Context: an optimization exercise on an open-source flow, tuned for small area. The choices shown serve that exercise and are no tape-out recipe. Only simulation tests tie the RTL to the original design; equivalence was not proved. Power figures rest on the tool's default switching activity, not on a simulated workload.

==> flow/flow/run.sh <==
#!/bin/bash
# Layout flow: the standard ORFS flow (standard.sh) with two changes.
#  - Synthesis runs flow/synth.tcl: synth_recipe.tcl unchanged except that ABC
#    maps with an area-oriented script (flow/abc_area_nf.script).
#  - The port buffers that buffer_ports inserts on every input and output are
#    sky130_fd_sc_hd__buf_1 cells.
# Each step's full output is in orfs/logs/; make's own output in flow_make.log.
set -euo pipefail
here=$(pwd)
bash standard.sh \
  "SYNTH_SCRIPT=$here/flow/synth.tcl" \
  "BUFFER_PORTS_ARGS=-buffer_cell sky130_fd_sc_hd__buf_1" \
  finish > "$here/flow_make.log" 2>&1
==> flow/flow/abc_area_nf.script <==
strash; &get -n; &st; &dch -f; &nf -a -R 1000; &put; topo
==> flow/flow/synth.tcl <==
# The standard synthesis (synth_recipe.tcl), with ORFS's ABC mapping script
# replaced by an area-oriented one (abc_area_nf.script beside this file).
set my_abc [file join [file dirname [file normalize [info script]]] abc_area_nf.script]
proc use_my_abc {args} {
  set i [lsearch -exact $::abc_args -script]
  if { $i >= 0 && [lindex $::abc_args [expr {$i + 1}]] ne $::my_abc } {
    lset ::abc_args [expr {$i + 1}] $::my_abc
  }
}
trace add variable ::abc_args write use_my_abc
proc synth {args} { yosys synth -nofsm -noshare {*}$args }
source $::env(SCRIPTS_DIR)/synth.tcl
# left out here: clear keep_hierarchy, flatten, clean up, hide names made inside functions, write 1_2_yosys.v
==> flow/standard.sh <==
#!/bin/bash
# synth_recipe.tcl (not shown) runs the flow's synth.tcl, then flattens the netlist and writes it again
# the make line also repeats each setting of config.mk as NAME=value (left out here)
make -C /OpenROAD-flow-scripts/flow DESIGN_CONFIG=/design/flow/config.mk WORK_HOME=/design/flow/orfs CLKGATE_MAP_FILE= SYNTH_SCRIPT=/design/flow/synth_recipe.tcl "${@:-finish}"
==> flow/config.mk <==
export PLATFORM = sky130hd
export DESIGN_NAME = safe_cpu_wrapper
export DESIGN_NICKNAME = safe_cpu_wrapper
export VERILOG_FILES = /design/flow/design.v
export SDC_FILE = /design/flow/constraint.sdc
export NUM_CORES = 4
export LEC_CHECK = 0
export CAP_MARGIN = 0
export CORE_AREA = 10 10 440 440
export DIE_AREA = 0 0 450 450
export GPL_TIMING_DRIVEN = 0
export SLEW_MARGIN = 0
==> flow/constraint.sdc <==
create_clock -name core_clock -period 10.0 [get_ports {clk_i}]
set_input_delay 2.0000 -clock core_clock [delete_from_list [all_inputs] [get_ports {clk_i}]]
set_output_delay 2.0000 -clock core_clock [all_outputs]
set_load 0.01 [all_outputs]
==> flow/design.v <==
package safe_pkg;
  localparam int unsigned NHARTS = 3;
  localparam int unsigned HART_IDX_W = $clog2(NHARTS);
  localparam int unsigned ADDR_WIDTH = 32;
  localparam int unsigned DATA_WIDTH = 32;
  localparam int unsigned BE_WIDTH = 4;
  localparam logic [DATA_WIDTH-1:0] WFI_INSTR = 32'h10500073;
  typedef logic [NHARTS-1:0] hart_mask_t;
  typedef logic [HART_IDX_W-1:0] hart_idx_t;
  typedef struct packed {
    logic                  req;
    logic                  we;
    logic [BE_WIDTH-1:0]   be;
    logic [ADDR_WIDTH-1:0] addr;
    logic [DATA_WIDTH-1:0] wdata;
  } obi_req_t;
  typedef struct packed {
    logic                  gnt;
    logic                  rvalid;
    logic [DATA_WIDTH-1:0] rdata;
  } obi_rsp_t;
  localparam int unsigned REQ_WIDTH = 2 + BE_WIDTH + ADDR_WIDTH + DATA_WIDTH;
  localparam int unsigned RSP_WIDTH = 2 + DATA_WIDTH;
  typedef enum logic [1:0] {
    MODE_INDEP = 2'd0,
    MODE_TMR   = 2'd1,
    MODE_DMR   = 2'd2
  } safe_mode_e;
endpackage
module tmr_voter (
  input  logic                                       enable_i,
  input  logic [safe_pkg::NHARTS-1:0][safe_pkg::REQ_WIDTH-1:0] instr_req_i,
  input  logic [safe_pkg::NHARTS-1:0][safe_pkg::REQ_WIDTH-1:0] data_req_i,
  output safe_pkg::obi_req_t                        voted_instr_req_o,
  output safe_pkg::obi_req_t                        voted_data_req_o,
  output logic                                       error_o,
  output safe_pkg::hart_mask_t                       error_id_o
);
  safe_pkg::obi_req_t   maj_instr;
  safe_pkg::obi_req_t   maj_data;
  safe_pkg::hart_mask_t dissent;
  function automatic safe_pkg::obi_req_t majority(input safe_pkg::obi_req_t a,
                                                  input safe_pkg::obi_req_t b,
                                                  input safe_pkg::obi_req_t c);
    majority = (a & b) | (a & c) | (b & c);
  endfunction
  assign maj_instr = majority(instr_req_i[0], instr_req_i[1], instr_req_i[2]);
  assign maj_data  = majority(data_req_i[0], data_req_i[1], data_req_i[2]);
  for (genvar i = 0; i < safe_pkg::NHARTS; i++) begin : g_dissent
    assign dissent[i] = (instr_req_i[i] != maj_instr) || (data_req_i[i] != maj_data);
  end
  always_comb begin
    if (enable_i) begin
      voted_instr_req_o = maj_instr;
      voted_data_req_o  = maj_data;
      error_id_o        = dissent;
      error_o           = |dissent;
    end else begin
      voted_instr_req_o = '0;
      voted_data_req_o  = '0;
      error_id_o        = '0;
      error_o           = 1'b0;
    end
  end
endmodule
module dmr_comparator (
  input  logic               enable_i,
  input  safe_pkg::obi_req_t master_instr_req_i,
  input  safe_pkg::obi_req_t partner_instr_req_i,
  input  safe_pkg::obi_req_t master_data_req_i,
  input  safe_pkg::obi_req_t partner_data_req_i,
  output logic               error_o
);
  logic instr_mismatch;
  logic data_mismatch;
  assign instr_mismatch = (master_instr_req_i != partner_instr_req_i);
  assign data_mismatch  = (master_data_req_i != partner_data_req_i);
  assign error_o = enable_i && (instr_mismatch || data_mismatch);
endmodule
module wfi_isolator (
  input  logic               clk_i,
  input  logic               rst_ni,
  input  logic               hold_i,
  input  safe_pkg::obi_req_t instr_req_i,
  input  safe_pkg::obi_req_t data_req_i,
  input  safe_pkg::obi_rsp_t instr_rsp_i,
  input  safe_pkg::obi_rsp_t data_rsp_i,
  output safe_pkg::obi_rsp_t iso_instr_rsp_o,
  output safe_pkg::obi_rsp_t iso_data_rsp_o
);
  logic [1:0]                           bus_req;
  logic [1:0]                           bus_gnt;
  logic [1:0]                           bus_rvalid;
  logic [1:0][safe_pkg::DATA_WIDTH-1:0] iso_rdata;
  logic [1:0]                           valid_q;
  logic [1:0]                           pending_q;
  assign bus_req    = {data_req_i.req, instr_req_i.req};
  assign bus_gnt    = {data_rsp_i.gnt, instr_rsp_i.gnt};
  assign bus_rvalid = {data_rsp_i.rvalid, instr_rsp_i.rvalid};
  assign iso_rdata  = {{safe_pkg::DATA_WIDTH{1'b0}}, safe_pkg::WFI_INSTR};
  for (genvar b = 0; b < 2; b++) begin : g_bus
    always_ff @(posedge clk_i or negedge rst_ni) begin
      if (!rst_ni) begin
        valid_q[b]   <= 1'b0;
        pending_q[b] <= 1'b0;
      end else if (hold_i) begin
        valid_q[b]   <= bus_req[b];
        pending_q[b] <= 1'b0;
      end else begin
        valid_q[b]   <= 1'b0;
        pending_q[b] <= (bus_req[b] & bus_gnt[b]) |
                        (pending_q[b] & ~bus_rvalid[b]);
      end
    end
  end
  assign iso_instr_rsp_o.gnt    = bus_req[0];
  assign iso_instr_rsp_o.rvalid = valid_q[0] | pending_q[0];
  assign iso_instr_rsp_o.rdata  = iso_rdata[0];
  assign iso_data_rsp_o.gnt     = bus_req[1];
  assign iso_data_rsp_o.rvalid  = valid_q[1] | pending_q[1];
  assign iso_data_rsp_o.rdata   = iso_rdata[1];
endmodule
module redundancy_router (
  input  logic                                       clk_i,
  input  logic                                       rst_ni,
  input  safe_pkg::safe_mode_e                       mode_i,
  input  safe_pkg::hart_mask_t                       master_i,
  input  safe_pkg::hart_mask_t                       dmr_pair_i,
  input  safe_pkg::hart_mask_t                       wfi_hold_i,
  input  safe_pkg::hart_mask_t                       sleep_i,
  input  logic [safe_pkg::NHARTS-1:0][safe_pkg::REQ_WIDTH-1:0] core_instr_req_i,
  input  logic [safe_pkg::NHARTS-1:0][safe_pkg::REQ_WIDTH-1:0] core_data_req_i,
  input  logic [safe_pkg::NHARTS-1:0][safe_pkg::RSP_WIDTH-1:0] mem_instr_rsp_i,
  input  logic [safe_pkg::NHARTS-1:0][safe_pkg::RSP_WIDTH-1:0] mem_data_rsp_i,
  input  safe_pkg::obi_req_t                        voted_instr_req_i,
  input  safe_pkg::obi_req_t                        voted_data_req_i,
  input  logic [safe_pkg::NHARTS-1:0][safe_pkg::RSP_WIDTH-1:0] iso_instr_rsp_i,
  input  logic [safe_pkg::NHARTS-1:0][safe_pkg::RSP_WIDTH-1:0] iso_data_rsp_i,
  output safe_pkg::hart_mask_t                       sleep_o,
  output logic [safe_pkg::NHARTS-1:0][safe_pkg::REQ_WIDTH-1:0] mem_instr_req_o,
  output logic [safe_pkg::NHARTS-1:0][safe_pkg::REQ_WIDTH-1:0] mem_data_req_o,
  output logic [safe_pkg::NHARTS-1:0][safe_pkg::RSP_WIDTH-1:0] core_instr_rsp_o,
  output logic [safe_pkg::NHARTS-1:0][safe_pkg::RSP_WIDTH-1:0] core_data_rsp_o,
  output logic                                       vote_en_o,
  output logic                                       cmp_en_o,
  output safe_pkg::obi_req_t                        partner_instr_req_o,
  output safe_pkg::obi_req_t                        partner_data_req_o,
  output safe_pkg::obi_req_t                        master_instr_req_o,
  output safe_pkg::obi_req_t                        master_data_req_o
);
  safe_pkg::hart_mask_t master_q;
  safe_pkg::hart_mask_t sleep_q;
  safe_pkg::hart_idx_t  master_idx;
  safe_pkg::hart_idx_t  partner_idx;
  logic                 tmr_mode;
  logic                 dmr_mode;
  always_ff @(posedge clk_i or negedge rst_ni) begin
    if (!rst_ni) begin
      master_q <= safe_pkg::hart_mask_t'(1);
    end else if (&sleep_i) begin
      master_q <= master_i;
    end
  end
  always_ff @(posedge clk_i or negedge rst_ni) begin
    if (!rst_ni) begin
      sleep_q <= '0;
    end else begin
      sleep_q <= sleep_i;
    end
  end
  assign sleep_o = sleep_q;
  always_comb begin
    master_idx  = '0;
    partner_idx = '0;
    for (int i = safe_pkg::NHARTS - 1; i >= 0; i--) begin
      if (master_q[i]) begin
        master_idx = safe_pkg::hart_idx_t'(i);
      end
      if (dmr_pair_i[i] && !master_q[i]) begin
        partner_idx = safe_pkg::hart_idx_t'(i);
      end
    end
  end
  assign tmr_mode  = (mode_i == safe_pkg::MODE_TMR);
  assign dmr_mode  = (mode_i == safe_pkg::MODE_DMR);
  assign vote_en_o = tmr_mode;
  assign cmp_en_o  = dmr_mode;
  assign master_instr_req_o  = core_instr_req_i[master_idx];
  assign master_data_req_o   = core_data_req_i[master_idx];
  assign partner_instr_req_o = core_instr_req_i[partner_idx];
  assign partner_data_req_o  = core_data_req_i[partner_idx];
  for (genvar i = 0; i < safe_pkg::NHARTS; i++) begin : g_port
    always_comb begin
      if (tmr_mode) begin
        mem_instr_req_o[i] = master_q[i] ? voted_instr_req_i : '0;
        mem_data_req_o[i]  = master_q[i] ? voted_data_req_i : '0;
      end else if (dmr_mode) begin
        mem_instr_req_o[i] = master_q[i] ? core_instr_req_i[i] : '0;
        mem_data_req_o[i]  = master_q[i] ? core_data_req_i[i] : '0;
      end else begin
        mem_instr_req_o[i] = core_instr_req_i[i];
        mem_data_req_o[i]  = core_data_req_i[i];
      end
    end
    always_comb begin
      if (wfi_hold_i[i]) begin
        core_instr_rsp_o[i] = iso_instr_rsp_i[i];
        core_data_rsp_o[i]  = iso_data_rsp_i[i];
      end else if (tmr_mode || (dmr_mode && dmr_pair_i[i])) begin
        core_instr_rsp_o[i] = mem_instr_rsp_i[master_idx];
        core_data_rsp_o[i]  = mem_data_rsp_i[master_idx];
      end else begin
        core_instr_rsp_o[i] = mem_instr_rsp_i[i];
        core_data_rsp_o[i]  = mem_data_rsp_i[i];
      end
    end
  end
endmodule
module safe_cpu_wrapper (
  input  logic                                       clk_i,
  input  logic                                       rst_ni,
  input  safe_pkg::safe_mode_e                       mode_i,
  input  safe_pkg::hart_mask_t                       master_i,
  input  safe_pkg::hart_mask_t                       dmr_pair_i,
  input  safe_pkg::hart_mask_t                       wfi_hold_i,
  input  safe_pkg::hart_mask_t                       sleep_i,
  input  logic [safe_pkg::NHARTS-1:0][safe_pkg::REQ_WIDTH-1:0] core_instr_req_i,
  input  logic [safe_pkg::NHARTS-1:0][safe_pkg::REQ_WIDTH-1:0] core_data_req_i,
  input  logic [safe_pkg::NHARTS-1:0][safe_pkg::RSP_WIDTH-1:0] mem_instr_rsp_i,
  input  logic [safe_pkg::NHARTS-1:0][safe_pkg::RSP_WIDTH-1:0] mem_data_rsp_i,
  output safe_pkg::hart_mask_t                       sleep_o,
  output logic [safe_pkg::NHARTS-1:0][safe_pkg::RSP_WIDTH-1:0] core_instr_rsp_o,
  output logic [safe_pkg::NHARTS-1:0][safe_pkg::RSP_WIDTH-1:0] core_data_rsp_o,
  output logic [safe_pkg::NHARTS-1:0][safe_pkg::REQ_WIDTH-1:0] mem_instr_req_o,
  output logic [safe_pkg::NHARTS-1:0][safe_pkg::REQ_WIDTH-1:0] mem_data_req_o,
  output logic                                       tmr_error_o,
  output logic                                       dmr_error_o,
  output safe_pkg::hart_mask_t                       tmr_error_id_o
);
  localparam int unsigned NH = safe_pkg::NHARTS;
  localparam int unsigned RW = safe_pkg::REQ_WIDTH;
  localparam int unsigned SW = safe_pkg::RSP_WIDTH;
  localparam int unsigned DW = safe_pkg::DATA_WIDTH;
  safe_pkg::hart_mask_t master_q;
  safe_pkg::hart_mask_t sleep_q;
  always_ff @(posedge clk_i or negedge rst_ni) begin
    if (!rst_ni) begin
      master_q <= safe_pkg::hart_mask_t'(1);
    end else if (&sleep_i) begin
      master_q <= master_i;
    end
  end
  always_ff @(posedge clk_i or negedge rst_ni) begin
    if (!rst_ni) begin
      sleep_q <= '0;
    end else begin
      sleep_q <= sleep_i;
    end
  end
  assign sleep_o = sleep_q;
  logic tmr_mode, dmr_mode;
  assign tmr_mode = (mode_i == safe_pkg::MODE_TMR);
  assign dmr_mode = (mode_i == safe_pkg::MODE_DMR);
  safe_pkg::hart_mask_t m_oh, p_oh, pcand;
  assign m_oh[0] = master_q[0] | ~master_q[1] & ~master_q[2];
  assign m_oh[1] = ~master_q[0] & master_q[1];
  assign m_oh[2] = ~master_q[0] & ~master_q[1] & master_q[2];
  assign pcand   = dmr_pair_i & ~master_q;
  assign p_oh[0] = pcand[0] | ~pcand[1] & ~pcand[2];
  assign p_oh[1] = ~pcand[0] & pcand[1];
  assign p_oh[2] = ~pcand[0] & ~pcand[1] & pcand[2];
  logic [RW-1:0] maj_i, maj_d;
  logic [NH-1:0][RW-1:0] dis_i, dis_d;
  safe_pkg::hart_mask_t dissent;
  safe_pkg::hart_mask_t sel_vote, sel_own;
  assign maj_i = (core_instr_req_i[0] & core_instr_req_i[1]) |
                 (core_instr_req_i[0] & core_instr_req_i[2]) |
                 (core_instr_req_i[1] & core_instr_req_i[2]);
  assign maj_d = (core_data_req_i[0] & core_data_req_i[1]) |
                 (core_data_req_i[0] & core_data_req_i[2]) |
                 (core_data_req_i[1] & core_data_req_i[2]);
  for (genvar h = 0; h < NH; h++) begin : g_req
    assign dis_i[h]   = core_instr_req_i[h] ^ maj_i;
    assign dis_d[h]   = core_data_req_i[h] ^ maj_d;
    assign dissent[h] = (|dis_i[h]) | (|dis_d[h]);
    assign sel_vote[h] = tmr_mode & master_q[h];
    assign sel_own[h]  = ~tmr_mode & (~dmr_mode | master_q[h]);
    assign mem_instr_req_o[h] = ({RW{sel_vote[h]}} & maj_i) |
                                ({RW{sel_own[h]}} & core_instr_req_i[h]);
    assign mem_data_req_o[h]  = ({RW{sel_vote[h]}} & maj_d) |
                                ({RW{sel_own[h]}} & core_data_req_i[h]);
  end
  assign tmr_error_id_o = tmr_mode ? dissent : '0;
  assign tmr_error_o    = tmr_mode & (|dissent);
  assign dmr_error_o    = dmr_mode & (m_oh != p_oh) & (|((m_oh | p_oh) & dissent));
  logic [NH-1:0] iso_valid_i, iso_valid_d;   
  logic [NH-1:0] held_q;                     
  logic [SW-1:0] rm_i, rm_d;
  assign rm_i = ({SW{m_oh[0]}} & mem_instr_rsp_i[0]) |
                ({SW{m_oh[1]}} & mem_instr_rsp_i[1]) |
                ({SW{m_oh[2]}} & mem_instr_rsp_i[2]);
  assign rm_d = ({SW{m_oh[0]}} & mem_data_rsp_i[0]) |
                ({SW{m_oh[1]}} & mem_data_rsp_i[1]) |
                ({SW{m_oh[2]}} & mem_data_rsp_i[2]);
  for (genvar h = 0; h < NH; h++) begin : g_rsp
    logic          to_m, use_m, use_own;
    logic [SW-1:0] rt_i, rt_d;
    logic [SW-1:0] iso_i, iso_d;
    logic          pend_i, pend_d;
    assign to_m    = tmr_mode | (dmr_mode & dmr_pair_i[h]);
    assign use_m   = ~wfi_hold_i[h] & to_m;
    assign use_own = ~wfi_hold_i[h] & ~to_m;
    assign rt_i = to_m ? rm_i : mem_instr_rsp_i[h];
    assign rt_d = to_m ? rm_d : mem_data_rsp_i[h];
    assign iso_i = {core_instr_req_i[h][RW-1], iso_valid_i[h], safe_pkg::WFI_INSTR};
    assign iso_d = {core_data_req_i[h][RW-1], iso_valid_d[h], {DW{1'b0}}};
    assign core_instr_rsp_o[h] = ({SW{use_m}} & rm_i) | ({SW{use_own}} & mem_instr_rsp_i[h]) |
                                 ({SW{wfi_hold_i[h]}} & iso_i);
    assign core_data_rsp_o[h]  = ({SW{use_m}} & rm_d) | ({SW{use_own}} & mem_data_rsp_i[h]) |
                                 ({SW{wfi_hold_i[h]}} & iso_d);
    assign pend_i = iso_valid_i[h] & ~held_q[h];
    assign pend_d = iso_valid_d[h] & ~held_q[h];
    always_ff @(posedge clk_i or negedge rst_ni) begin
      if (!rst_ni) begin
        iso_valid_i[h] <= 1'b0;
        iso_valid_d[h] <= 1'b0;
        held_q[h]      <= 1'b0;
      end else begin
        held_q[h] <= wfi_hold_i[h];
        if (wfi_hold_i[h]) begin
          iso_valid_i[h] <= core_instr_req_i[h][RW-1];
          iso_valid_d[h] <= core_data_req_i[h][RW-1];
        end else begin
          iso_valid_i[h] <= (core_instr_req_i[h][RW-1] & rt_i[SW-1]) | (pend_i & ~rt_i[SW-2]);
          iso_valid_d[h] <= (core_data_req_i[h][RW-1] & rt_d[SW-1]) | (pend_d & ~rt_d[SW-2]);
        end
      end
    end
  end
endmodule
==> results of run 1 <==
-- cells by family (layout without fill, tap and decap cells) --
logic type | count (synthesis) | in the layout
other | 0 | 50
adders and majority gates | 140 | 140
AOI/OAI and AO/OA | 733 | 733
xor gates and xnor gates | 419 | 419
and+or+nand+nor | 386 | 386
buffers and inverters | 18 | 1334
DFF | 15 | 15
muxes | 3 | 3
-- where the power goes --
| group | switching [mW] | internal (mW) | leakage, nW |
|---|---|---|---|
| clock network | 0.0520 | 0.0546 | 0.0412 |
| registers | 0.00766 | 0.0674 | 0.177 |
| logic | 1.41 | 0.594 | 5.93 |
-- cell usage in the layout (no fill, tap or decap), types with 48 or more instances in the layout --
master	instances
sky130_fd_sc_hd__maj3_1	137
sky130_fd_sc_hd__a222oi_1	56
sky130_fd_sc_hd__xor2_1	134
sky130_fd_sc_hd__a22o_1	430
sky130_fd_sc_hd__diode_2	50
sky130_fd_sc_hd__o21ai_0	171
sky130_fd_sc_hd__xnor2_1	285
sky130_fd_sc_hd__buf_1	1270
sky130_fd_sc_hd__nand2_1	173
sky130_fd_sc_hd__nand4_1	81
sky130_fd_sc_hd__a21oi_1	48
-- cell type report --
cell class,instances,area (sq um),area share [%]
Antenna cell,50,125,0.569
Inverter,18,67.6,0.307
Sequential cell,15,377,1.71
Multi-Input combinational cell,1681,12700,57.9
Timing Repair Buffer,1312,5530,25.1
Tap cell,2464,3080,14.0
Clock buffer,3,75.1,0.341
Clock inverter,1,5.00,0.0227
-- how the worst max path moves through the flow --
stage                              start  slack, ps  cells past startpoint                  to
floorplan                      mode_i[0]        790                      3   mem_data_req_o[0]
global placement               mode_i[0]      -6060                      5  mem_data_req_o[57]
detailed placement  core_data_req_i[139]        450                     12         tmr_error_o
CTS                 core_data_req_i[139]        430                     12         tmr_error_o
global route        core_data_req_i[139]        550                     12         tmr_error_o
finish              core_instr_req_i[29]        930                     11         tmr_error_o
-- worst max-delay path, delay by kind of cell --
kind,cells,cell delay (ps)
xor+xnor,1,210
fa+ha+maj,1,540
simple gates,7,3740
buf+inv,2,550
-- flip-flops by register name, indices dropped and copies added (netlist names) --
name         count
held_q           3
iso_valid_d      3
iso_valid_i      3
master_q         3
sleep_q          3
-- metrics by stage --
step                      hold slack (ps)  setup TNS, ps
after floorplan                       501              0
after global placement                511       -2682420
after detailed placement              520              0
after CTS                             535              0
after global routing                  559              0
final                                 537              0
-- synth_stat cells --
| library cell | instances | area (sq um) |
|---|---|---|
| sky130_fd_sc_hd__a21boi_0 | 6 | 45.0 |
| sky130_fd_sc_hd__mux2_1 | 3 | 33.8 |
| sky130_fd_sc_hd__dfstp_2 | 1 | 26.3 |
| sky130_fd_sc_hd__nor3b_1 | 1 | 7.51 |
| sky130_fd_sc_hd__and2_0 | 6 | 37.5 |
| sky130_fd_sc_hd__nand2_1 | 173 | 649 |
| sky130_fd_sc_hd__clkinv_1 | 18 | 67.6 |
| sky130_fd_sc_hd__dfrtp_1 | 14 | 350 |
| sky130_fd_sc_hd__maj3_1 | 137 | 1370 |
| sky130_fd_sc_hd__nand2b_1 | 9 | 56.3 |
| sky130_fd_sc_hd__or3_1 | 1 | 6.26 |
| sky130_fd_sc_hd__a22oi_1 | 2 | 15.0 |
| sky130_fd_sc_hd__o21bai_1 | 1 | 7.51 |
| sky130_fd_sc_hd__o21ai_0 | 172 | 861 |
| sky130_fd_sc_hd__a32o_1 | 6 | 60.1 |
| sky130_fd_sc_hd__ha_1 | 3 | 37.5 |
| sky130_fd_sc_hd__nand3_1 | 5 | 25.0 |
| sky130_fd_sc_hd__xnor2_1 | 285 | 2500 |
| sky130_fd_sc_hd__o2111ai_1 | 1 | 8.76 |
| sky130_fd_sc_hd__or2_0 | 4 | 25.0 |
| sky130_fd_sc_hd__a21oi_1 | 48 | 240 |
| sky130_fd_sc_hd__nor2_1 | 43 | 161 |
| sky130_fd_sc_hd__nor2b_1 | 8 | 50.1 |
| sky130_fd_sc_hd__o22ai_1 | 6 | 37.5 |
| sky130_fd_sc_hd__a31oi_1 | 1 | 6.26 |
| sky130_fd_sc_hd__a22o_1 | 430 | 3770 |
| sky130_fd_sc_hd__nor3_1 | 3 | 15.0 |
| sky130_fd_sc_hd__o31ai_1 | 1 | 7.51 |
| sky130_fd_sc_hd__xor2_1 | 134 | 1170 |
| sky130_fd_sc_hd__a222oi_1 | 56 | 561 |
| sky130_fd_sc_hd__a21o_1 | 3 | 22.5 |
| sky130_fd_sc_hd__nor4_1 | 52 | 325 |
| sky130_fd_sc_hd__nand4_1 | 81 | 507 |
-- per-layer routing --
layer | GRT usage, % | wire length [um] | up-vias
met2 | 39.4 | 120000 | 2048
met5 | 0 | 235 | -
met1 | 19.8 | 70300 | 11636
li1 | - | - | 9670
met4 | 9.92 | 12600 | 34
met3 | 8.70 | 25900 | 474
==> run summary, run 1 <==
number of fillers in the final layout around 22,000; Final Setup Violations 0; I/O pin count 1,272; wire length reported by the detailed router 229,000 um; class of the tightest hold or removal check reg2reg; Post-DP HPWL 209,000 um; total placed cells including tap cells 5,490; Setup crit start kind input pin; Iter 0 DRT Violations between 3,000 and 4,000; data required time at the worst endpoint 8000 ps; final worst setup slack between 900 and 1000 ps; per-instance average area after synthesis around 7.6 sq um; time the final worst path needs with I/O delays and setup 9070 ps; Final Instance Count excl. Fillers 5,544; Num CTS Buffers 3; total gr overflow 0; setup slack on the worst flop-to-flop path 7670 ps; share of the synthesized area in compound gates (AO/OA/AOI/OAI) approximately 43%; final non-filler cell area ~22,000 sq um; run status timing/DRC/antenna clean; drt drc 0; number of antenna violations at the first check in global routing between 150 and 200; fin crit share 90.7%; number of hold-slack violations in the final timing report 0; XOR/XNOR share of the synthesized area between 20 and 30%; area fraction in and, or, nand and nor cells after synthesis between 10% and 20%; Slew headroom 11.6%; Layout area overhead 68.5%; CP Cell Sequence buf_1 -> maj3_1 -> xnor2_1 -> nand4_1 -> nor4_1 -> nand4_1 -> nor3_1 -> nand3_1 -> and2_0 -> or3_1 -> buf_1; average detailed-routed wire length per instance 41.3 um; cell at the slowest stage of the critical path sky130_fd_sc_hd__nor4_1; HP Start iso_valid_i[0]; critical path class in2out; Chip Width between 400 and 500 um; residual antenna-violating net count after detailed routing 0; via count of the first global-routing pass 21,947; highest clock rate 110 MHz; type of element capturing the critical path primary output; number of H-tree levels 1; fraction of layout instances using a drive strength above 1 2.24%; number of instances in the synthesized netlist 1,714; Resize count post-CTS 0; pin count of the biggest net entering global routing 68; die height 450 um; wire length of the first global-routing pass 277,000 um; number of hold buffers added after cts 0; number of nets at the end of the flow 3,674; CTS tree done; Core Area 183,000 sq um; Power, Total 2.18 mW; total cell area at the placement stage between 20,000 and 25,000 sq um; Netlist Area Pre-Place 13,100 sq um; Worst Tran Pin Value 1320 ps; end-of-flow core utilization 12.0%; Cell variety after synth 33; worst slack, placed 449 ps; Total GRT Usage 21.1%; RSZ-0062 raised after global routing false; FF+latch count, synth 15; detailed-route via count 23,862; arrival time at the worst endpoint 7070 ps; Bufs on Longest Clock Path 2; Num Clock Sinks 15; slowest stage delay, CP 1100 ps; buffers added on ports 1,271; clock tree skew after final layout 22.6 ps; placer congestion estimate 1.03; number of cells traversed by the worst register-to-register path 7; endpoint of the most critical register-to-register path iso_valid_d[0]; mux contribution to synthesized area 0.259%; Detailed Routing Iterations Pass 1 8; P_leak 6.15 nW; average via count per standard cell 4.30; initial core utilization 7.12%; startpoint of the lowest-slack register-to-register path master_q[2]; cell depth of the worst hold path 1; largest family of logic cells by synthesized area compound AO/OA/AOI/OAI gates; DIE AREA 203,000 sq um; clock-pin transition on the worst setup and hold timing paths 70 ps; clock latency at the later pin of the worst-skew pair approximately 310 ps; maximum fanout count along the critical path 6; Post-CTS Repair Setup Buffers 0; Worst Hold Path EP iso_valid_i[0]; net count after synthesis 2,357; adder and majority gate portion of the synthesized area 10.8%; maximum capacitance violations 0; Max Slew Vio Count 0; sequential-to-total area share from yosys stat 2.88%; synthesis warning total 1; row cnt 157; PwrDens 99.2 nW/um^2; Worst IR Drop VDD 0.0000472 V; root buffer cell sky130_fd_sc_hd__clkbuf_16
==> run 2: changes to the inputs <==
--- a/flow/config.mk
+++ b/flow/config.mk
@@ -9,4 +9,5 @@
 export CORE_AREA = 10 10 440 440
+export CTS_BUF_LIST = sky130_fd_sc_hd__clkbuf_4 sky130_fd_sc_hd__clkbuf_8
 export DIE_AREA = 0 0 450 450
-export GPL_TIMING_DRIVEN = 0
+export PLACE_DENSITY = 0.9
 export SLEW_MARGIN = 0
==> run summary, run 2 <==
CTS tree done; P_leak 6.02 nW; cell family with the largest share of critical-path delay simple AND/OR/NAND/NOR gates; CP Cell Sequence buf_1 -> maj3_1 -> xnor2_1 -> nand4_1 -> nor4_1 -> nand4_1 -> nor4_2 -> buf_4 -> nand3_1 -> nand2b_1 -> a31oi_1 -> buf_1; number of nets at the end of the flow 3,677; end-of-flow core utilization 11.8%; residual antenna-violating net count after detailed routing 0; clock-pin transition on the worst setup and hold timing paths 90 ps; adder and majority gate portion of the synthesized area a little over a tenth; Worst IR Drop VDD 0.0000473 V; critical path class in2out; fraction of layout instances using a drive strength above 1 2.64%; DIE AREA 203,000 sq um; area share of the largest cell type after synthesis 28.8%; Netlist Area Pre-Place about 13,000 sq um; post-synth top area cell sky130_fd_sc_hd__a22o_1; fin crit share 82.9%; Num CTS Buffers 3; Synth top cells by count sky130_fd_sc_hd__a22o_1 (430), sky130_fd_sc_hd__xnor2_1 (285), sky130_fd_sc_hd__nand2_1 (173); number of synthesized flops with an enable pin 0; detailed-route via count 24,488; HP Start iso_valid_i[1]; placer congestion estimate 1.07; die height 450 um; maximum fanout count along the critical path 6; slowest stage delay, CP 570 ps; arrival time at the worst endpoint 6290 ps; Post-DP HPWL between 200,000 and 250,000 um; class of the tightest hold or removal check reg2reg; number of fillers in the final layout 21,702; Detailed Routing Iterations Pass 1 9; Chip Width 450 um; wire length of the first global-routing pass ~300,000 um; number of hold buffers added after cts 0; per-instance average area after synthesis ~7.6 sq um; total gr overflow 0; share of the synthesized area in compound gates (AO/OA/AOI/OAI) 43.2%; Layout area overhead 65.7%; data required time at the worst endpoint roughly 8000 ps; Slew headroom 18.7%; run status timing/DRC/antenna clean; maximum capacitance violations 0; number of antenna violations at the first check in global routing 165; buffers added on ports around 1,300; number of H-tree levels 1; sequential-to-total area share from yosys stat 2.88%; number of instances in the synthesized netlist 1,714; root buffer cell sky130_fd_sc_hd__clkbuf_8; PwrDens 103 nW/um^2; cell at the slowest stage of the critical path sky130_fd_sc_hd__nor4_1; prevailing post-synth register cell sky130_fd_sc_hd__dfrtp_1; number of hold-slack violations in the final timing report 0; Final Setup Violations 0; mux contribution to synthesized area 0.259%; Bufs on Longest Clock Path 2; clock tree skew after final layout 6.84 ps; top library cells by usage in the layout, fill and taps aside sky130_fd_sc_hd__buf_1 (1,265), sky130_fd_sc_hd__a22o_1 (430), sky130_fd_sc_hd__xnor2_1 (284); first element of the critical path core_instr_req_i[168]; largest family of logic cells by synthesized area compound AO/OA/AOI/OAI gates; average detailed-routed wire length per instance 44.7 um; Total GRT Usage 22.8%; Resize count post-CTS 0; Max Slew Vio Count 0; clock latency at the later pin of the worst-skew pair ~330 ps; average via count per standard cell 4.41; type of element capturing the critical path primary output; Final Instance Count excl. Fillers ~5,600; Setup crit start kind input pin; initial core utilization 7.12%; drt drc 0; Core Area 183,000 sq um; time the final worst path needs with I/O delays and setup ~8300 ps; Buf+Inv Stages, Crit Path 3; Iter 0 DRT Violations 4,023; total placed cells including tap cells 5,493; highest clock rate 121 MHz; Cell variety after synth 33; setup slack on the worst flop-to-flop path 6950 ps; startpoint of the lowest-slack register-to-register path master_q[1]; net count after synthesis 2,357; I/O pin count 1,272; RSZ-0062 raised after global routing false; Post-CTS Repair Setup Buffers 0; pin count of the biggest net entering global routing 141; Worst Tran Pin Value 1220 ps; wire length reported by the detailed router 248,000 um; async set-or-reset flop fraction in the synthesized netlist 100%; hold slack about 550 ps; row cnt 157; via count of the first global-routing pass 22,494; XOR/XNOR share of the synthesized area between 20% and 30%; area fraction in and, or, nand and nor cells after synthesis 14.3%; most used standard cell by instance count after synthesis sky130_fd_sc_hd__a22o_1; leading cell types by total area after synthesis sky130_fd_sc_hd__a22o_1 (29%), sky130_fd_sc_hd__xnor2_1 (19%), sky130_fd_sc_hd__maj3_1 (11%), sky130_fd_sc_hd__xor2_1 (9.0%), sky130_fd_sc_hd__o21ai_0 (6.6%); Num Clock Sinks 15; FF+latch count, synth 15; most common library cell in the layout ignoring fill and taps sky130_fd_sc_hd__buf_1; synthesis warning total 1
==> run 2: cell count changes in the layout (fill, tap and decap cells not counted), moves of 5 or more <==
| cell | before | now |
|---|---|---|
| sky130_fd_sc_hd__buf_4 | 3 | 46 |
| sky130_fd_sc_hd__diode_2 | 50 | 55 |
| sky130_fd_sc_hd__buf_16 | 7 | 0 |
| sky130_fd_sc_hd__buf_1 | 1270 | 1265 |
| sky130_fd_sc_hd__buf_12 | 22 | 3 |
| sky130_fd_sc_hd__buf_6 | 9 | 1 |
==> run 2: final timing paths <==
check / endpoint / depth (start not counted)
max in group asynchronous: master_q[0] / 2
min: iso_valid_i[1] / 1
min reg2reg: iso_valid_i[1] / 1
min in group asynchronous: sleep_q[0] / 2
max reg2reg: iso_valid_i[1] / 6
max: dmr_error_o / 12
==> run 2: logic make-up (layout without fill, tap and decap cells) <==
| logic type | after synthesis | in the layout |
|---|---|---|
| adder cells (fa/ha/maj) | 140 | 140 |
| other | 0 | 55 |
| XOR/XNOR | 419 | 419 |
| buffers and inverters | 18 | 1337 |
| multiplexers | 3 | 3 |
| AND/OR/NAND/NOR | 386 | 386 |
| AO/OA/AOI/OAI | 733 | 733 |
| flip-flops | 15 | 15 |
==> run 2: worst reg2reg max path: cells and delay by family (launching register included) <==
family	cells	cell delay, ps
buffers and inverters	1	650
AO/OA/AOI/OAI	4	1010
flip-flops	1	560
AND/OR/NAND/NOR	1	760
==> run 2: final cells by class <==
cell class / count / area, sq um / share of cell area [%]
diodes: 55 / 138 / 0.636
clock buffers: 3 / 41.3 / 0.191
clock inverters: 1 / 5.00 / 0.0231
inverters: 18 / 67.6 / 0.312
multi-input cells: 1681 / 12800 / 59.0
flip-flops and latches: 15 / 377 / 1.74
well taps: 2464 / 3080 / 14.2
repair buffers: 1315 / 5160 / 23.9
==> run 2: per-layer routing <==
layer	up-vias	wire length, um	GRT usage, %
li1	9664	-	-
met1	11901	75300	21.2
met2	2361	127000	42.1
met3	524	31800	11.0
met4	38	13300	10.1
met5	-	437	0.639
==> run 2: metrics by stage <==
stage,setup slack [ps],total power [mW],area (sq um),setup TNS (ps)
after floorplan,793,0.973,13100,0
after global placement,-129,2.13,21400,-216
after detailed placement,1450,2.14,21500,0
after CTS,1440,2.22,21500,0
after global routing,1600,2.31,21600,0
final,1710,2.22,21600,0
==> run 2: power breakdown <==
part           switching, mW  internal (mW)
Clock                 0.0436         0.0282
Sequential           0.00911         0.0674
Combinational           1.51          0.561
==> run 3: changes to the inputs <==
--- a/flow/config.mk
+++ b/flow/config.mk
@@ -11,3 +11,3 @@
 export DIE_AREA = 0 0 450 450
-export PLACE_DENSITY = 0.9
+export PLACE_DENSITY = 0.35
 export SLEW_MARGIN = 0
==> run summary, run 3 <==
run status timing/DRC/antenna clean; class of the tightest hold or removal check reg2reg; die height 450 um; per-instance average area after synthesis 7.62 sq um; most used standard cell by instance count after synthesis sky130_fd_sc_hd__a22o_1; number of hold-slack violations in the final timing report 0; maximum capacitance violations 0; setup slack on the worst flop-to-flop path between 7000 and 8000 ps; met3 layer wire length in the routed design 13,400 um; CTS tree done; Post-CTS Repair Setup Buffers 0; number of synthesized flops with an enable pin 0; Core Area roughly 180,000 sq um; number of instances in the synthesized netlist 1,714; most common library cell in the layout ignoring fill and taps sky130_fd_sc_hd__buf_1; worst slack, placed 341 ps; wire length of the first global-routing pass 252,000 um; top library cells by usage in the layout, fill and taps aside sky130_fd_sc_hd__buf_1 (1,270), sky130_fd_sc_hd__a22o_1 (430), sky130_fd_sc_hd__xnor2_1 (280); row cnt between 150 and 200; number of antenna violations at the first check in global routing 88; async set-or-reset flop fraction in the synthesized netlist 100%; number of nets at the end of the flow 3,669; leading cell types by total area after synthesis sky130_fd_sc_hd__a22o_1 (29%), sky130_fd_sc_hd__xnor2_1 (19%), sky130_fd_sc_hd__maj3_1 (11%), sky130_fd_sc_hd__xor2_1 (9.0%), sky130_fd_sc_hd__o21ai_0 (6.6%); DIE AREA 203,000 sq um; Final Setup Violations 0; P_leak 6.04 nW; time the final worst path needs with I/O delays and setup 8740 ps; Cell variety after synth 33; wire length reported by the detailed router 202,000 um; Synth top cells by count sky130_fd_sc_hd__a22o_1 (430), sky130_fd_sc_hd__xnor2_1 (285), sky130_fd_sc_hd__nand2_1 (173); average detailed-routed wire length per instance 36.7 um; synthesis warning total 1; Slew headroom 19.3%; fraction of layout instances using a drive strength above 1 around 2.4%; net count after synthesis 2,357; average via count per standard cell 4.12; residual antenna-violating net count after detailed routing 0; Power, Total 2.01 mW; fin crit share approximately 90%; number of hold buffers added after cts 0; Final Instance Count excl. Fillers 5,512; area share of the largest cell type after synthesis 28.8%; pin count of the biggest net entering global routing around 110; Resize count post-CTS 0; buffers added on ports about 1,300; Detailed Routing Iterations Pass 1 7; Netlist Area Pre-Place 13,100 sq um; detailed-route via count 22,688; Post-DP HPWL between 150,000 and 200,000 um; number of H-tree levels 1; clock-pin transition on the worst setup and hold timing paths 80 ps; highest clock rate 114 MHz; Setup crit start kind input pin; Iter 0 DRT Violations roughly 2,300; initial core utilization 7.12%; critical path class in2out; Layout area overhead 65.3%; arrival time at the worst endpoint roughly 6700 ps; number of fillers in the final layout 21,890; sequential-to-total area share from yosys stat 2.88%; Chip Width between 400 and 500 um; prevailing post-synth register cell sky130_fd_sc_hd__dfrtp_1; met1 WL 68,400 um; I/O pin count 1,272; Total GRT Usage 18.5%; PwrDens 93.2 nW/um^2; total gr overflow 0; maximum fanout count along the critical path 6; Max Slew Vio Count 0; Highest Signal Layer met5; final worst setup slack around 1300 ps; post-synth top area cell sky130_fd_sc_hd__a22o_1; Worst IR Drop VDD about 0.000033 V; Met2 Wirelength around 120,000 um; total placed cells including tap cells around 5,500; Worst Tran Pin Value 1200 ps; placer congestion estimate 0.977; clock tree skew after final layout roughly 4.7 ps; via count of the first global-routing pass around 22,000; drt drc 0; type of element capturing the critical path primary output; FF+latch count, synth 15; RSZ-0062 raised after global routing false; Num Clock Sinks 15; Bufs on Longest Clock Path 2; root buffer cell sky130_fd_sc_hd__clkbuf_8; Num CTS Buffers 3; clock latency at the later pin of the worst-skew pair ~300 ps; data required time at the worst endpoint 8000 ps
-- run 3: cell counts after synthesis --
Identical to the previous run, type by type.
-- run 3: worst paths after layout --
check / from / to / cells past startpoint
setup / recovery: core_instr_req_i[64] / tmr_error_o / 11
hold / removal: iso_valid_i[1] / iso_valid_i[1] / 1
setup reg to reg: master_q[1] / iso_valid_i[1] / 6
hold reg to reg: iso_valid_i[1] / iso_valid_i[1] / 1
max in group asynchronous: rst_ni / master_q[0] / 2
min in group asynchronous: rst_ni / sleep_q[2] / 2
-- run 3: area by class of cell --
cell class                 instances  area [sq um]  share of cell area [%]
antenna                           23          57.6                   0.267
clock buffer                       3          41.3                   0.191
clock inverter                     1          5.00                  0.0232
inverter                          18          67.6                   0.313
multi-input combinational       1681         12800                    59.4
sequential                        15           377                    1.74
tap                             2464          3080                    14.3
timing repair buffer            1307          5130                    23.7
-- run 3: worst max-delay path, stage by stage --
cell and delay [ps]:
sky130_fd_sc_hd__buf_1 130, sky130_fd_sc_hd__maj3_1 500, sky130_fd_sc_hd__xnor2_1 260, sky130_fd_sc_hd__nand4_1 480, sky130_fd_sc_hd__nor4_4 830, sky130_fd_sc_hd__nand4_1 530, sky130_fd_sc_hd__nor3_1 620, sky130_fd_sc_hd__nand3_1 370
sky130_fd_sc_hd__and2_0 280, sky130_fd_sc_hd__or3_1 500, sky130_fd_sc_hd__buf_1 180
-- run 3: kinds of logic (layout without fill, tap and decap cells) --
| group | count (synthesis) | in the layout | synth area share (%) |
|---|---|---|---|
| compound gates | 733 | 733 | 43.2 |
| xor+xnor | 419 | 419 | 28.1 |
| simple gates | 386 | 386 | 14.3 |
| fa+ha+maj | 140 | 140 | 10.8 |
| buf+inv | 18 | 1329 | 0.517 |
| flops | 15 | 15 | 2.88 |
| mux | 3 | 3 | 0.259 |
| other cells | 0 | 23 | 0 |
-- run 3: power by group --
| group | total, mW | internal, mW | switching [mW] |
|---|---|---|---|
| Sequential | 0.0757 | 0.0674 | 0.00831 |
| Clock | 0.0617 | 0.0280 | 0.0337 |
| Combinational | 1.88 | 0.559 | 1.32 |
-- run 3: stage by stage --
| step | utilization, % | instance area, sq um | TNS (ps) | hold slack, ps |
|---|---|---|---|---|
| after floorplan | - | 13100 | 0 | 501 |
| after global placement | 11.7 | 21400 | -372 | 512 |
| after detailed placement | 11.7 | 21500 | 0 | 520 |
| after CTS | 11.7 | 21500 | 0 | 540 |
| after global routing | 11.8 | 21600 | 0 | 553 |
| final | 11.8 | 21600 | 0 | 535 |
-- run 3: layer usage --
metal	up-vias	global-route usage [%]
met3	213	4.00
met1	11506	18.6
li1	9615	-
met2	1344	38.2
met4	10	3.84
met5	-	0
==> run 4: changes to the inputs <==
--- a/flow/config.mk
+++ b/flow/config.mk
@@ -11,3 +11,2 @@
 export DIE_AREA = 0 0 450 450
-export PLACE_DENSITY = 0.35
 export SLEW_MARGIN = 0
==> run summary, run 4 <==
run status timing/DRC/antenna clean; detailed-route via count 23,693; Worst IR Drop VDD 0.0000385 V; PwrDens 99.1 nW/um^2; synthesis warning total 1; maximum fanout count along the critical path 6; critical path class in2out; endpoint of the most critical register-to-register path iso_valid_d[0]; adder and majority gate portion of the synthesized area 10.8%; DIE AREA 203,000 sq um; number of synthesized flops with an enable pin 0; mux contribution to synthesized area 0.259%; number of instances in the synthesized netlist 1,714; Core Area around 180,000 sq um; row cnt 157; Detailed Routing Iterations Pass 1 7; Synth top cells by count sky130_fd_sc_hd__a22o_1 (430), sky130_fd_sc_hd__xnor2_1 (285), sky130_fd_sc_hd__nand2_1 (173); first element of the critical path core_data_req_i[205]; Bufs on Longest Clock Path 2; Power, Total 2.14 mW; sequential-to-total area share from yosys stat 2.88%; buffers added on ports 1,271; number of H-tree levels 1; number of antenna violations at the first check in global routing around 180; residual antenna-violating net count after detailed routing 0; Resize count post-CTS 0; net switching power 1.49 mW; number of fillers in the final layout approximately 22,000; share of the synthesized area in compound gates (AO/OA/AOI/OAI) 43.2%; number of cells traversed by the worst register-to-register path 5; Cell variety after synth 33; maximum capacitance violations 0; number of hold buffers added after cts 0; placer congestion estimate roughly 1.0; portion of total power attributed to the clock network 3.3%; Chip Width between 400 and 500 um; XOR/XNOR share of the synthesized area 28.1%; fraction of layout instances using a drive strength above 1 2.28%; I/O pin count around 1,300; wire length of the first global-routing pass 281,000 um; area share of the largest cell type after synthesis 28.8%; highest clock rate 113 MHz; die height 450 um; drt drc 0; CTS tree done; Total GRT Usage 21.4%; relative contribution of combinational cells to total power 93.2%; total placed cells including tap cells 5,489; Final Instance Count excl. Fillers 5,554; Setup crit start kind input pin; clock latency at the later pin of the worst-skew pair 330 ps; root buffer cell sky130_fd_sc_hd__clkbuf_8; Worst Tran Pin Value around 1200 ps; fin crit share 88.4%; time the final worst path needs with I/O delays and setup 8840 ps; top library cells by usage in the layout, fill and taps aside sky130_fd_sc_hd__buf_1 (1,271), sky130_fd_sc_hd__a22o_1 (430), sky130_fd_sc_hd__xnor2_1 (284); setup slack on the worst flop-to-flop path 7740 ps; Final Setup Violations 0; Iter 0 DRT Violations 3,111; data required time at the worst endpoint 8000 ps; Num Clock Sinks 15; Netlist Area Pre-Place 13,100 sq um; post-synth top area cell sky130_fd_sc_hd__a22o_1; area fraction in and, or, nand and nor cells after synthesis 14.3%; class of the tightest hold or removal check reg2reg; Slew headroom between 20% and 30%; aggregate negative setup slack 0 ps; end-of-flow core utilization 11.8%; pin count of the biggest net entering global routing 69; Max Slew Vio Count 0; initial core utilization 7.12%; startpoint of the lowest-slack register-to-register path master_q[1]; average detailed-routed wire length per instance around 42 um; net count after synthesis 2,357; worst setup path endpoint tmr_error_o; FF+latch count, synth 15; sequential share of power 3.5%; Post-CTS Repair Setup Buffers 0; per-instance average area after synthesis 7.62 sq um; wire length reported by the detailed router roughly 230,000 um; Post-DP HPWL about 210,000 um; internal power around 0.65 mW; number of hold-slack violations in the final timing report 0; prevailing post-synth register cell sky130_fd_sc_hd__dfrtp_1; arrival time at the worst endpoint 6840 ps; leading cell types by total area after synthesis sky130_fd_sc_hd__a22o_1 (29%), sky130_fd_sc_hd__xnor2_1 (19%), sky130_fd_sc_hd__maj3_1 (11%), sky130_fd_sc_hd__xor2_1 (9.0%), sky130_fd_sc_hd__o21ai_0 (6.6%); Num CTS Buffers 3; Sw Share a little over two thirds; clock tree skew after final layout 21.8 ps; Layout area overhead 65.1%; clock-pin transition on the worst setup and hold timing paths 80 ps; total gr overflow 0; number of nets at the end of the flow 3,673; largest family of logic cells by synthesized area compound AO/OA/AOI/OAI gates; P_leak 5.97 nW; most common library cell in the layout ignoring fill and taps sky130_fd_sc_hd__buf_1; type of element capturing the critical path primary output; most used standard cell by instance count after synthesis sky130_fd_sc_hd__a22o_1; async set-or-reset flop fraction in the synthesized netlist 100%; via count of the first global-routing pass 22,284; average via count per standard cell 4.27; RSZ-0062 raised after global routing false
-- run 4: cell types whose count changed in the layout (fill, tap and decap cells not counted), sizes merged --
cell	delta
diode	+38
buf	+4
-- run 4: power groups by stage --
stage / Sequential, mW / Combinational, mW / Clock [mW]
6_report: 0.0747 / 1.99 / 0.0710
2_1_floorplan: 0.0729 / 0.900 / 0
3_5_place_dp: 0.0760 / 1.99 / 0
4_1_cts: 0.0747 / 1.99 / 0.0793
5_1_grt: 0.0760 / 2.09 / 0.0755
3_3_place_gp: 0.0758 / 1.99 / 0
-- run 4: critical path, cell delays in order --
cell,delay [ps]
sky130_fd_sc_hd__buf_1,130
sky130_fd_sc_hd__maj3_1,480
sky130_fd_sc_hd__xnor2_1,580
sky130_fd_sc_hd__nand4_1,390
sky130_fd_sc_hd__nor4_2,760
sky130_fd_sc_hd__nand4_1,490
sky130_fd_sc_hd__nor3_1,550
sky130_fd_sc_hd__nand3_1,300
sky130_fd_sc_hd__and2_0,330
sky130_fd_sc_hd__or3_1,570
sky130_fd_sc_hd__buf_1,210
-- run 4: through the flow --
stage               hold WS, ps  area, sq um  worst slack [ps]
finish                      534        21600              1160
global placement            512        21400               657
global route                558        21500               897
detailed placement          518        21400               705
CTS                         539        21400               677
floorplan                   501        13100               793
-- run 4: cell families after synthesis --
logic type,after synthesis
adders and majority gates,140
muxes,3
DFF,15
and+or+nand+nor,386
buffers and inverters,18
AOI/OAI and AO/OA,733
xor gates and xnor gates,419
-- run 4: area by class of cell --
| class | count | area, sq um | share of cell area, % |
|---|---|---|---|
| diodes | 61 | 153 | 0.708 |
| repair buffers | 1311 | 5080 | 23.6 |
| well taps | 2464 | 3080 | 14.3 |
| clock inverters | 1 | 5.00 | 0.0232 |
| flip-flops and latches | 15 | 377 | 1.75 |
| clock buffers | 3 | 41.3 | 0.191 |
| inverters | 18 | 67.6 | 0.313 |
| multi-input cells | 1681 | 12800 | 59.2 |
-- run 4: how the worst min path moves through the flow --
stage	from	end	slack, ps	cells after the start
floorplan	iso_valid_d[0]	iso_valid_d[0]	500	1
global placement	iso_valid_d[0]	iso_valid_d[0]	510	1
detailed placement	iso_valid_i[1]	iso_valid_i[1]	520	1
CTS	iso_valid_i[1]	iso_valid_i[1]	540	1
global route	iso_valid_d[0]	iso_valid_d[0]	560	1
finish	iso_valid_i[1]	iso_valid_i[1]	530	1
-- run 4: layer usage --
layer / track usage [%] / wire, um / up-vias
li1: - / - / 9673
met1: 19.5 / 69700 / 11587
met2: 39.8 / 121000 / 1944
met3: 9.55 / 27600 / 457
met4: 11.1 / 14100 / 32
met5: 0 / 212 / -
==> run 5: changes to the inputs <==
==> flow/flow/abc_area_nf.script (replaced) <==
strash; &get -n; &st; &dch -f; &nf -a -R 1000 -E 100; &put; topo
--- a/flow/config.mk
+++ b/flow/config.mk
@@ -9,3 +9,2 @@
 export CORE_AREA = 10 10 440 440
-export CTS_BUF_LIST = sky130_fd_sc_hd__clkbuf_4 sky130_fd_sc_hd__clkbuf_8
 export DIE_AREA = 0 0 450 450
==> run summary, run 5 <==
number of nets at the end of the flow 3,647; per-instance average area after synthesis 7.64 sq um; cell depth of the worst hold path 1; wire length of the first global-routing pass 248,000 um; FF+latch count, synth 15; number of logic stages on the critical path including buffering 11; net count after synthesis roughly 2,300; placer congestion estimate 1.07; synthesis warning total 1; most common library cell in the layout ignoring fill and taps sky130_fd_sc_hd__buf_1; slowest stage delay, CP 860 ps; clock latency at the later pin of the worst-skew pair 310 ps; residual antenna-violating net count after detailed routing 0; Post-DP HPWL 181,000 um; number of instances in the synthesized netlist roughly 1,700; arrival time at the worst endpoint 6520 ps; total gr overflow 0; Detailed Routing Iterations Pass 1 10; Worst IR Drop VDD ~0.000061 V; average via count per standard cell ~4.3; highest clock rate roughly 120 MHz; Post-CTS Repair Setup Buffers 0; pin count of the biggest net entering global routing between 100 and 150; Final Setup Violations 0; drt drc 0; net switching power 1.39 mW; internal power 0.657 mW; Worst Tran Pin Value about 1200 ps; detailed-route via count about 23,000; clock-pin transition on the worst setup and hold timing paths 60 ps; startpoint of the lowest-slack register-to-register path master_q[1]; DIE AREA slightly above 200,000 sq um; endpoint of the most critical register-to-register path iso_valid_i[1]; Synth top cells by count sky130_fd_sc_hd__a22o_1 (420), sky130_fd_sc_hd__xor2_1 (262), sky130_fd_sc_hd__nand2_1 (173); cell family with the largest share of critical-path delay simple AND/OR/NAND/NOR gates; clock tree skew after final layout 29.4 ps; final non-filler cell area 21,400 sq um; Total GRT Usage 18.5%; area fraction in and, or, nand and nor cells after synthesis between 10% and 20%; type of element capturing the critical path primary output; relative contribution of combinational cells to total power 91.1%; Netlist Area Pre-Place ~13,000 sq um; Setup crit start kind input pin; Chip Width 450 um; share of the synthesized area in compound gates (AO/OA/AOI/OAI) roughly 43%; post-synth top area cell sky130_fd_sc_hd__a22o_1; Num Clock Sinks 15; adder and majority gate portion of the synthesized area between 10% and 20%; number of hold buffers added after cts 0; data required time at the worst endpoint 8000 ps; Final Instance Count excl. Fillers between 5,000 and 6,000; number of fillers in the final layout 21,848; maximum capacitance violations 0; RSZ-0062 raised after global routing false; number of antenna violations at the first check in global routing 140; die height 450 um; P_leak 6.19 nW; final worst setup slack between 1000 and 1500 ps; sequential share of power ~3.7%; most used standard cell by instance count after synthesis sky130_fd_sc_hd__a22o_1; Buf+Inv Stages, Crit Path 2; run status timing/DRC/antenna clean; root buffer cell sky130_fd_sc_hd__clkbuf_16; worst slack, placed 1000 ps; top library cells by usage in the layout, fill and taps aside sky130_fd_sc_hd__buf_1 (1,271), sky130_fd_sc_hd__a22o_1 (420), sky130_fd_sc_hd__xor2_1 (262); area share of the largest cell type after synthesis 28.3%; first element of the critical path core_data_req_i[169]; CP Cell Sequence buf_1 -> maj3_1 -> xnor2_1 -> nand4_1 -> nor4_1 -> nand4_1 -> nor4_1 -> nand3_1 -> and2_0 -> or3_1 -> buf_1; fin crit share between 80 and 90%; hold slack around 530 ps; prevailing post-synth register cell sky130_fd_sc_hd__dfrtp_1; Resize count post-CTS 0; largest family of logic cells by synthesized area compound AO/OA/AOI/OAI gates; Layout area overhead 64.8%; async set-or-reset flop fraction in the synthesized netlist 100%; wire length reported by the detailed router slightly above 200,000 um; cell at the slowest stage of the critical path sky130_fd_sc_hd__nor4_1; number of H-tree levels 1; buffers added on ports 1,271; Core Area about 180,000 sq um; time the final worst path needs with I/O delays and setup 8520 ps; setup slack on the worst flop-to-flop path 6910 ps; total cell area at the placement stage 21,200 sq um; PwrDens 95.4 nW/um^2; Max Slew Vio Count 0; number of cells traversed by the worst register-to-register path 5; via count of the first global-routing pass 21,535; Iter 0 DRT Violations 3,605; row cnt between 150 and 200; Cell variety after synth 32; average detailed-routed wire length per instance 36.7 um; number of hold-slack violations in the final timing report 0; initial core utilization 7.09%; total placed cells including tap cells 5,463; critical path class in2out; Slew headroom 18.7%; worst setup path endpoint tmr_error_o; maximum fanout count along the critical path 6; Num CTS Buffers 3; Sw Share roughly two thirds; fraction of layout instances using a drive strength above 1 under 10%; mux contribution to synthesized area less than 1%; number of synthesized flops with an enable pin 0; sequential-to-total area share from yosys stat 2.89%; CTS tree done; aggregate negative setup slack 0 ps; leading cell types by total area after synthesis sky130_fd_sc_hd__a22o_1 (28%), sky130_fd_sc_hd__xor2_1 (18%), sky130_fd_sc_hd__xnor2_1 (11%), sky130_fd_sc_hd__maj3_1 (11%), sky130_fd_sc_hd__o21ai_0 (6.6%); Bufs on Longest Clock Path 2; I/O pin count roughly 1,300; class of the tightest hold or removal check reg2reg; XOR/XNOR share of the synthesized area 28.2%; portion of total power attributed to the clock network 5.2%
[run 5: cell count changes in the layout (fill, tap and decap cells not counted), moves of 4 or more]
cell                       previous run  this run
sky130_fd_sc_hd__a22o_1             430       420
sky130_fd_sc_hd__nand4_1             81        56
sky130_fd_sc_hd__buf_4               39        19
sky130_fd_sc_hd__nor4_1              44        74
sky130_fd_sc_hd__xor2_1             134       262
sky130_fd_sc_hd__xnor2_1            284       157
sky130_fd_sc_hd__a21oi_1             48        41
sky130_fd_sc_hd__a222oi_1            56        66
sky130_fd_sc_hd__buf_12               1         6
sky130_fd_sc_hd__diode_2             61        51
sky130_fd_sc_hd__nor4_2               8         4
[run 5: cell type report]
cell class                 instances  area [sq um]  share of cell area, %
tap                             2464          3080                   14.4
antenna                           51           128                  0.595
inverter                          18          67.6                  0.315
clock inverter                     1          5.00                 0.0233
timing repair buffer            1296          5030                   23.5
multi-input combinational       1670         12700                   59.1
sequential                        15           377                   1.76
clock buffer                       3          75.1                  0.350
[run 5: worst min-delay path by stage]
stage | slack [ps] | from | to
3_5_place_dp | 520 | iso_valid_d[0] | iso_valid_d[0]
3_3_place_gp | 510 | iso_valid_i[1] | iso_valid_i[1]
6_report | 530 | iso_valid_i[1] | iso_valid_i[1]
5_1_grt | 560 | iso_valid_d[0] | iso_valid_d[0]
4_1_cts | 530 | iso_valid_d[0] | iso_valid_d[0]
2_1_floorplan | 500 | iso_valid_d[0] | iso_valid_d[0]
[run 5: worst reg2reg max path, delay by kind of cell (launching register included)]
kind	cells	cell delay, ps
AO/OA/AOI/OAI	3	920
AND/OR/NAND/NOR	1	850
buffers and inverters	1	740
flip-flops	1	490
[run 5: cells by family (layout without fill, tap and decap cells)]
kind of cell	count (synthesis)	count (layout)
simple gates	385	385
mux	3	3
buf+inv	18	1318
fa+ha+maj	140	140
xor+xnor	419	419
other cells	0	51
compound gates	723	723
flops	15	15
[run 5: routing by layer]
layer	track usage, %	part of all wire [%]
met2	32.7	49
met4	7.11	4.7
met5	0	0.18
met3	9.90	14
met1	18.0	32
[run 5: power by group through the flow]
stage	sequential [mW]	combinational, mW	clock [mW]
detailed placement	0.0761	1.84	0
CTS	0.0750	1.85	0.115
global route	0.0763	1.95	0.110
floorplan	0.0729	0.880	0
finish	0.0751	1.86	0.106
global placement	0.0760	1.85	0
[run 5: metrics by stage]
stage / total power [mW] / util, %
global route: 2.14 / 11.7
finish: 2.05 / 11.7
CTS: 2.04 / 11.6
global placement: 1.92 / 11.6
detailed placement: 1.91 / 11.6
floorplan: 0.953 / -
==> run 6: changes to the inputs <==
--- a/flow/config.mk
+++ b/flow/config.mk
@@ -10,2 +10,3 @@
 export DIE_AREA = 0 0 450 450
+export GPL_ROUTABILITY_DRIVEN = 0
 export SLEW_MARGIN = 0
==> run summary, run 6 <==
Slew headroom 21.2%; data required time at the worst endpoint 8000 ps; Bufs on Longest Clock Path 2; number of hold-slack violations in the final timing report 0; per-instance average area after synthesis about 7.6 sq um; Detailed Routing Iterations Pass 1 11; number of synthesized flops with an enable pin 0; net count after synthesis between 2,000 and 2,500; fraction of layout instances using a drive strength above 1 1.70%; Setup crit start kind input pin; RSZ-0062 raised after global routing false; P_leak about 6.2 nW; run status timing/DRC/antenna clean; clock latency at the later pin of the worst-skew pair 320 ps; worst setup path endpoint tmr_error_o; Post-CTS Repair Setup Buffers 0; Worst IR Drop VDD 0.0000633 V; arrival time at the worst endpoint 6770 ps; critical path class in2out; Num Clock Sinks 15; Worst Tran Pin Value between 1000 and 1500 ps; initial core utilization 7.09%; Layout area overhead 64.9%; clock tree skew after final layout 33.8 ps; number of fillers in the final layout 21,683; detailed-route via count 23,511; drt drc 0; via count of the first global-routing pass 21,864; number of antenna violations at the first check in global routing ~140; highest clock rate 114 MHz; most common library cell in the layout ignoring fill and taps sky130_fd_sc_hd__buf_1; type of element capturing the critical path primary output; Max Slew Vio Count 0; Highest Signal Layer met5; Synth top cells by count sky130_fd_sc_hd__a22o_1 (420), sky130_fd_sc_hd__xor2_1 (262), sky130_fd_sc_hd__nand2_1 (173); CTS tree done; Total GRT Usage 18.3%; root buffer cell sky130_fd_sc_hd__clkbuf_16; aggregate negative setup slack 0 ps; first element of the critical path core_data_req_i[29]; number of instances in the synthesized netlist 1,703; Met2 Wirelength about 96,000 um; hold slack around 530 ps; residual antenna-violating net count after detailed routing 0; maximum fanout count along the critical path 6; average detailed-routed wire length per instance 36.2 um; average via count per standard cell 4.25; number of hold buffers added after cts 0; top library cells by usage in the layout, fill and taps aside sky130_fd_sc_hd__buf_1 (1,271), sky130_fd_sc_hd__a22o_1 (420), sky130_fd_sc_hd__xor2_1 (262); row cnt 157; DIE AREA 203,000 sq um; sequential-to-total area share from yosys stat just under 3%; die height approximately 450 um; area share of the largest cell type after synthesis ~28%; pin count of the biggest net entering global routing 141; post-synth top area cell sky130_fd_sc_hd__a22o_1; clock-pin transition on the worst setup and hold timing paths about 60 ps; leading cell types by total area after synthesis sky130_fd_sc_hd__a22o_1 (28%), sky130_fd_sc_hd__xor2_1 (18%), sky130_fd_sc_hd__xnor2_1 (11%), sky130_fd_sc_hd__maj3_1 (11%), sky130_fd_sc_hd__o21ai_0 (6.6%); wire length of the first global-routing pass around 250,000 um; total gr overflow 0; I/O pin count around 1,300; most used standard cell by instance count after synthesis sky130_fd_sc_hd__a22o_1; number of nets at the end of the flow between 3,000 and 4,000; async set-or-reset flop fraction in the synthesized netlist 100%; PwrDens between 90 and 100 nW/um^2; Chip Width 450 um; Final Setup Violations 0; Num CTS Buffers 3; met1 WL 61,200 um; class of the tightest hold or removal check reg2reg; FF+latch count, synth 15; setup slack on the worst flop-to-flop path between 6000 and 7000 ps; Post-DP HPWL between 150,000 and 200,000 um; endpoint of the most critical register-to-register path iso_valid_i[1]; met3 layer wire length in the routed design 30,300 um; Resize count post-CTS 0; Iter 0 DRT Violations 3,832; wire length reported by the detailed router 200,000 um; startpoint of the lowest-slack register-to-register path master_q[1]; time the final worst path needs with I/O delays and setup 8770 ps; fin crit share 87.7%; prevailing post-synth register cell sky130_fd_sc_hd__dfrtp_1; buffers added on ports 1,271; Cell variety after synth 32; Core Area approximately 180,000 sq um; Netlist Area Pre-Place approximately 13,000 sq um; number of cells traversed by the worst register-to-register path 5; number of H-tree levels 1; synthesis warning total 1; maximum capacitance violations 0
run 6: area by class of cell:
| class | count | area, sq um | area share, % |
|---|---|---|---|
| Antenna cell | 61 | 153 | 0.711 |
| Clock inverter | 1 | 5.00 | 0.0233 |
| Multi-Input combinational cell | 1670 | 12700 | 59.1 |
| Sequential cell | 15 | 377 | 1.75 |
| Clock buffer | 3 | 75.1 | 0.350 |
| Timing Repair Buffer | 1296 | 5020 | 23.4 |
| Inverter | 18 | 67.6 | 0.315 |
| Tap cell | 2464 | 3080 | 14.4 |
run 6: routing by layer:
layer / global-route usage, % / vias to the layer above
met3: 10.9 / 499
met5: 0 / -
met1: 17.3 / 11213
met2: 31.6 / 2125
met4: 8.99 / 60
li1: - / 9614
run 6: cells by family (layout without fill, tap and decap cells):
family                     Yosys count  count (layout)  share of synthesized area [%]
adders and majority gates          140             140                           10.8
buffers and inverters               18            1318                          0.519
DFF                                 15              15                           2.89
xor gates and xnor gates           419             419                           28.2
and+or+nand+nor                    385             385                           14.3
other                                0              61                              0
muxes                                3               3                          0.260
AOI/OAI and AO/OA                  723             723                           43.0
run 6: per-stage QoR:
stage	setup WS (ps)	utilization, %	power [mW]	cell area, sq um	instances
after floorplan	794	-	0.953	13000	1703
after global placement	985	11.6	1.91	21200	5463
after detailed placement	884	11.6	1.90	21200	5463
after CTS	834	11.6	2.03	21300	5467
after global routing	987	11.7	2.14	21400	5504
final	1230	11.7	2.04	21500	5528
run 6: where the power goes:
group          internal, mW  switching (mW)
clock                0.0547          0.0538
combinational         0.534            1.32
sequential           0.0674         0.00740
total                 0.656            1.38
run 6: how the worst min path moves through the flow:
stage	startpoint	to	slack, ps	cells past startpoint
after detailed placement	iso_valid_i[0]	iso_valid_i[0]	520	1
final	iso_valid_i[0]	iso_valid_i[0]	530	1
after CTS	iso_valid_i[0]	iso_valid_i[0]	530	1
after global routing	iso_valid_i[1]	iso_valid_i[1]	550	1
after floorplan	iso_valid_d[0]	iso_valid_d[0]	500	1
after global placement	iso_valid_i[2]	iso_valid_i[2]	510	1
run 6: critical path, cell delays in order:
cell                      delay [ps]
sky130_fd_sc_hd__buf_1           120
sky130_fd_sc_hd__maj3_1          470
sky130_fd_sc_hd__xnor2_1         470
sky130_fd_sc_hd__nand4_1         170
sky130_fd_sc_hd__nor4_1         1010
sky130_fd_sc_hd__nand4_1         540
sky130_fd_sc_hd__nor4_1          670
sky130_fd_sc_hd__nand3_1         320
sky130_fd_sc_hd__and2_0          380
sky130_fd_sc_hd__or3_1           410
sky130_fd_sc_hd__buf_1           200

[re-timing with driven ports]
The results above use ideal ports. As a check the final layouts listed here were re-extracted and re-timed, cells and wires unchanged. Step 1 sets driving cells, clkbuf_16 on the clock port and buf_2 on the other inputs (assumed; they add their load-dependent delay and slew). Step 2, shift: input delay + t, output delay - t, t = (earliest + latest rising clock arrival at the registers) / 2. This alone moves slack from input paths to output paths. a / b / c = ideal / step 1 / step 2; a / b = the first two.
| run | t (ns) | setup WS [ns] | worst setup path after step 2 |
|---|---|---|---|
| run 1 | 0.364 | 0.926 / 0.886 / 0.886 | input to output |
| run 2 | 0.390 | 1.707 / 1.679 / 1.679 | input to output |
| run 3 | 0.357 | 1.256 / 1.108 / 1.108 | input to output |
| run 4 | 0.377 | 1.160 / 1.131 / 1.131 | input to output |
| run 5 | 0.369 | 1.484 / 1.314 / 1.314 | input to output |
| run 6 | 0.366 | 1.228 / 1.197 / 1.197 | input to output |
After both steps every run listed still meets setup and hold. For run 5, which loses most, drivers alone change the setup slack by -0.170 ns; drivers and shift together by -0.170 ns.
